This design comes from an exercise in tuning for small area on the open sky130 flow, not from production work.
At most, simulation tests tie the RTL to the original design; equivalence was not proved.
Power and IR drop assume default switching activity.

the reference run:
// sound_top
module sound_top (
	input  wire        clock,
	input  wire        reset,
	input  wire        ready,        
	input  wire [3:0]  game_state,
	input  wire        flash_busy,
	input  wire [7:0]  flash_data,
	output wire [22:0] flash_addr,
	output wire        flash_read,
	output logic       loaded,
	output logic [7:0] to_ac97_data
);
clock: 10.0 ns
lec_check: 0
cap_margin: 20
core_margin: 2
core_utilization: 60
cts_cluster_diameter: 120
cts_cluster_size: 30
place_density: 0.75
slew_margin: 20
synth_hierarchical: 1
standard.sh (not shown) runs the stock make flow with config.mk's settings and CLKGATE_MAP_FILE= SYNTH_SCRIPT=/design/flow/synth_recipe.tcl, a recipe that flattens the netlist after the stock synthesis.
==> flow/flow/run.sh <==
#!/bin/bash
# Own flow: the standard layout (standard.sh, unchanged synthesis) with the
# port buffers made from the smallest buffer cell, and clock tree synthesis
# without dummy balancing loads.
set -euo pipefail
bash standard.sh \
	BUFFER_PORTS_ARGS="-buffer_cell sky130_fd_sc_hd__buf_1" \
	CTS_ARGS="-sink_clustering_enable -repair_clock_nets -sink_clustering_size 30 -sink_clustering_max_diameter 120 -dont_use_dummy_load" \
	finish > flow_make.log 2>&1
For the trial run, these inputs were changed with respect to the reference run:
--- a/flow/design.v
+++ b/flow/design.v
@@ -12,83 +12,90 @@
 	output logic       loaded,
 	output logic [7:0] to_ac97_data
 );
 	localparam logic [3:0] GS_IDLE = 4'd0, GS_POP = 4'd4, GS_MISSED = 4'd9, GS_WHACKED = 4'd10;
 	logic [3:0] k;         
 	logic [1:0] region;    
 	logic       rd;        
 	logic       waiting;   
 	logic [7:0] first_pop, first_missed, first_whacked;
 	logic [7:0] cring [0:8];
-	logic [3:0] cpos;       
+	logic [1:0] cpos_c;     
+	logic [1:0] cpos_o;     
+	logic       cpos_end;   
 	logic       cshift;     
 	logic       cseek;      
 	logic       at_start;   
 	logic       ld_last;    
 	logic       arrive;     
 	assign ld_last = (region == 2'd0) ? (k == 4'd3) : (region == 2'd1) ? (k == 4'd4) : (k == 4'd2);
 	assign arrive  = !loaded && waiting && !flash_busy;
 	assign flash_read = rd;
 	assign flash_addr = {12'd0, region == 2'd2, !region[1], region[0], 4'd0, k};
 	logic [1:0] prev_eff;      
 	logic       prev_idle;     
 	logic       cfirst;        
 	logic [1:0] ctgt;          
 	logic [1:0] rsel;          
 	logic       clip_done;
 	logic [7:0] fir_x;
 	logic [1:0] eff;
-	logic [3:0] clip_last;
 	logic       is_effect, entering, leaving_idle, stall, idle, advance, playing;
 	logic [7:0] clip_byte;     
 	logic [7:0] mix;           
 	logic [8:0] mix_c;
 	always_comb begin
-		eff       = 2'd1;
-		clip_last = 4'd2;
 		case (game_state)
-			GS_POP: ;
-			GS_MISSED:  begin eff = 2'd2; clip_last = 4'd6; end
-			GS_WHACKED: begin eff = 2'd3; clip_last = 4'd8; end
-			default: eff = 2'd0;
+			GS_POP:     eff = 2'd1;
+			GS_MISSED:  eff = 2'd2;
+			GS_WHACKED: eff = 2'd3;
+			default:    eff = 2'd0;
 		endcase
-		case (ctgt)
-			2'd2:    at_start = (cpos == 4'd3);
-			2'd3:    at_start = (cpos == 4'd7);
-			default: at_start = (cpos == 4'd0);
+		at_start = (cpos_c == ctgt) && (cpos_o == 2'd0);
+		case (cpos_c)
+			2'd2:    cpos_end = (cpos_o == 2'd3);
+			2'd3:    cpos_end = (cpos_o == 2'd1);
+			default: cpos_end = (cpos_o == 2'd2);
 		endcase
 	end
 	assign is_effect    = (eff != 2'd0);
 	assign idle         = (game_state == GS_IDLE);
 	assign entering     = is_effect && (eff != prev_eff);
 	assign leaving_idle = !idle && prev_idle;
 	assign stall        = flash_busy || rd || leaving_idle;
 	assign advance      = ready && !stall;
 	assign playing      = is_effect && !clip_done && !entering;
-	assign cshift       = loaded ? ((cseek && !at_start) || (advance && playing && !cfirst && cpos != clip_last))
+	assign cshift       = loaded ? ((cseek && !at_start) || (advance && playing && !cfirst && !cpos_end))
 	                             : (arrive && k != 4'd0);
 	always_ff @(posedge clock) begin
 		rsel <= cfirst ? ctgt : 2'd0;
 		if (cshift) begin
 			cring[0] <= loaded ? cring[8] : flash_data;
 			for (int i = 1; i < 9; i++)
 				cring[i] <= cring[i-1];
 		end
 		if (!reset && arrive) begin
 			if (k == 4'd0 && region == 2'd0) first_pop     <= flash_data;
 			if (k == 4'd0 && region == 2'd1) first_missed  <= flash_data;
 			if (k == 4'd0 && region == 2'd2) first_whacked <= flash_data;
 		end
 		if (reset)
-			cpos <= 4'd0;
+		begin
+			cpos_c <= 2'd1;
+			cpos_o <= 2'd0;
+		end
 		else if (loaded && cshift)
-			cpos <= (cpos == 4'd8) ? 4'd0 : cpos + 4'd1;
+		begin
+			cpos_o <= cpos_end ? 2'd0 : cpos_o + 2'd1;
+			if (cpos_end)
+				cpos_c <= (cpos_c == 2'd3) ? 2'd1 : cpos_c + 2'd1;
+		end
 		if (reset) begin
 			k            <= 4'd0;
 			region       <= 2'd0;
 			rd           <= 1'b0;
 			waiting      <= 1'b0;
 			loaded       <= 1'b0;
 			prev_eff     <= 2'd0;
 			prev_idle    <= 1'b1;
 			cfirst       <= 1'b1;
 			ctgt         <= 2'd1;
@@ -139,21 +146,21 @@
 					cseek     <= 1'b1;
 					clip_done <= 1'b0;
 				end
 				if (advance) begin
 					k  <= k + 4'd1;
 					rd <= 1'b1;
 					to_ac97_data <= mix;
 					if (playing) begin
 						if (cfirst)
 							cfirst <= 1'b0;
-						else if (cpos == clip_last)
+						else if (cpos_end)
 							clip_done <= 1'b1;       
 					end
 				end
 			end
 		end
 	end
 	logic [7:0]  ring [0:30];
 	logic [7:0]  xb;           
 	logic [7:0]  val;          
 	logic [4:0]  r_age;        
@@ -268,21 +275,21 @@
 		if (ready)
 			xb <= fir_x;
 		ring[0] <= val;
 		for (int i = 1; i < 31; i++)
 			ring[i] <= ring[i-1];
 		if (!ready)
 			r_age <= (r_age == 5'd0) ? 5'd30 : r_age - 5'd1;
 		if (reset) begin
 			win   <= 5'd0;
 			clear <= 1'b1;
-			sum   <= 18'd0;
+			sum   <= 18'd56;      
 			cpend <= 1'b0;
 		end else begin
 			if (ready)
 				win <= 5'd1;
 			else if (act)
 				win <= win + 5'd1;     
 			if (win == 5'd31)
 				clear <= 1'b0;
 			if (ready) begin
 				sum   <= 18'd56;
### Flow results
The trial run reached the end of the flow, and the finished layout is clean on the timing, design-rule and antenna checks.
The final layout from the reference run, which completed every stage, passed the timing, design-rule and antenna checks at the end of the flow.
Delta (the trial run minus the reference run): relative slew slack higher, total chip power lower, buffers inserted during post-CTS setup optimization roughly the same, via count lower, non-clock buffer instance count of the final layout higher.
Sequential share of layout area in the trial run is 0.49 points above the reference run.
Changes observed in the trial run relative to the reference run: storage element area held steady, area of all placed cells without fillers lost 110 µm².
Function not checked in the reference run: the RTL went through the layout flow alone.

[what the ideal ports hide]
In the flow no input, the clock included, has a driving cell. The finished layouts below were timed again as built, in two steps.
Step 1, drivers: a clkbuf_16 drives clock and a buf_2 each remaining input, both assumed.
Step 2, shift: input delay + t, output delay - t, t = (earliest + latest rising clock arrival at the registers) / 2. This alone moves slack from input paths to output paths.
a / b / c = no drivers / after step 1 / after step 2; a / b = the first two.
run | t (ns) | setup WS [ns] | slew at the worst register clock pin (ns)
the reference run | 0.527 | 1.963 / 1.963 / 1.963 | 0.11 / 0.11
the trial run | 0.525 | 2.038 / 2.038 / 2.038 | 0.11 / 0.11
After both steps setup and hold are still met in every run listed.
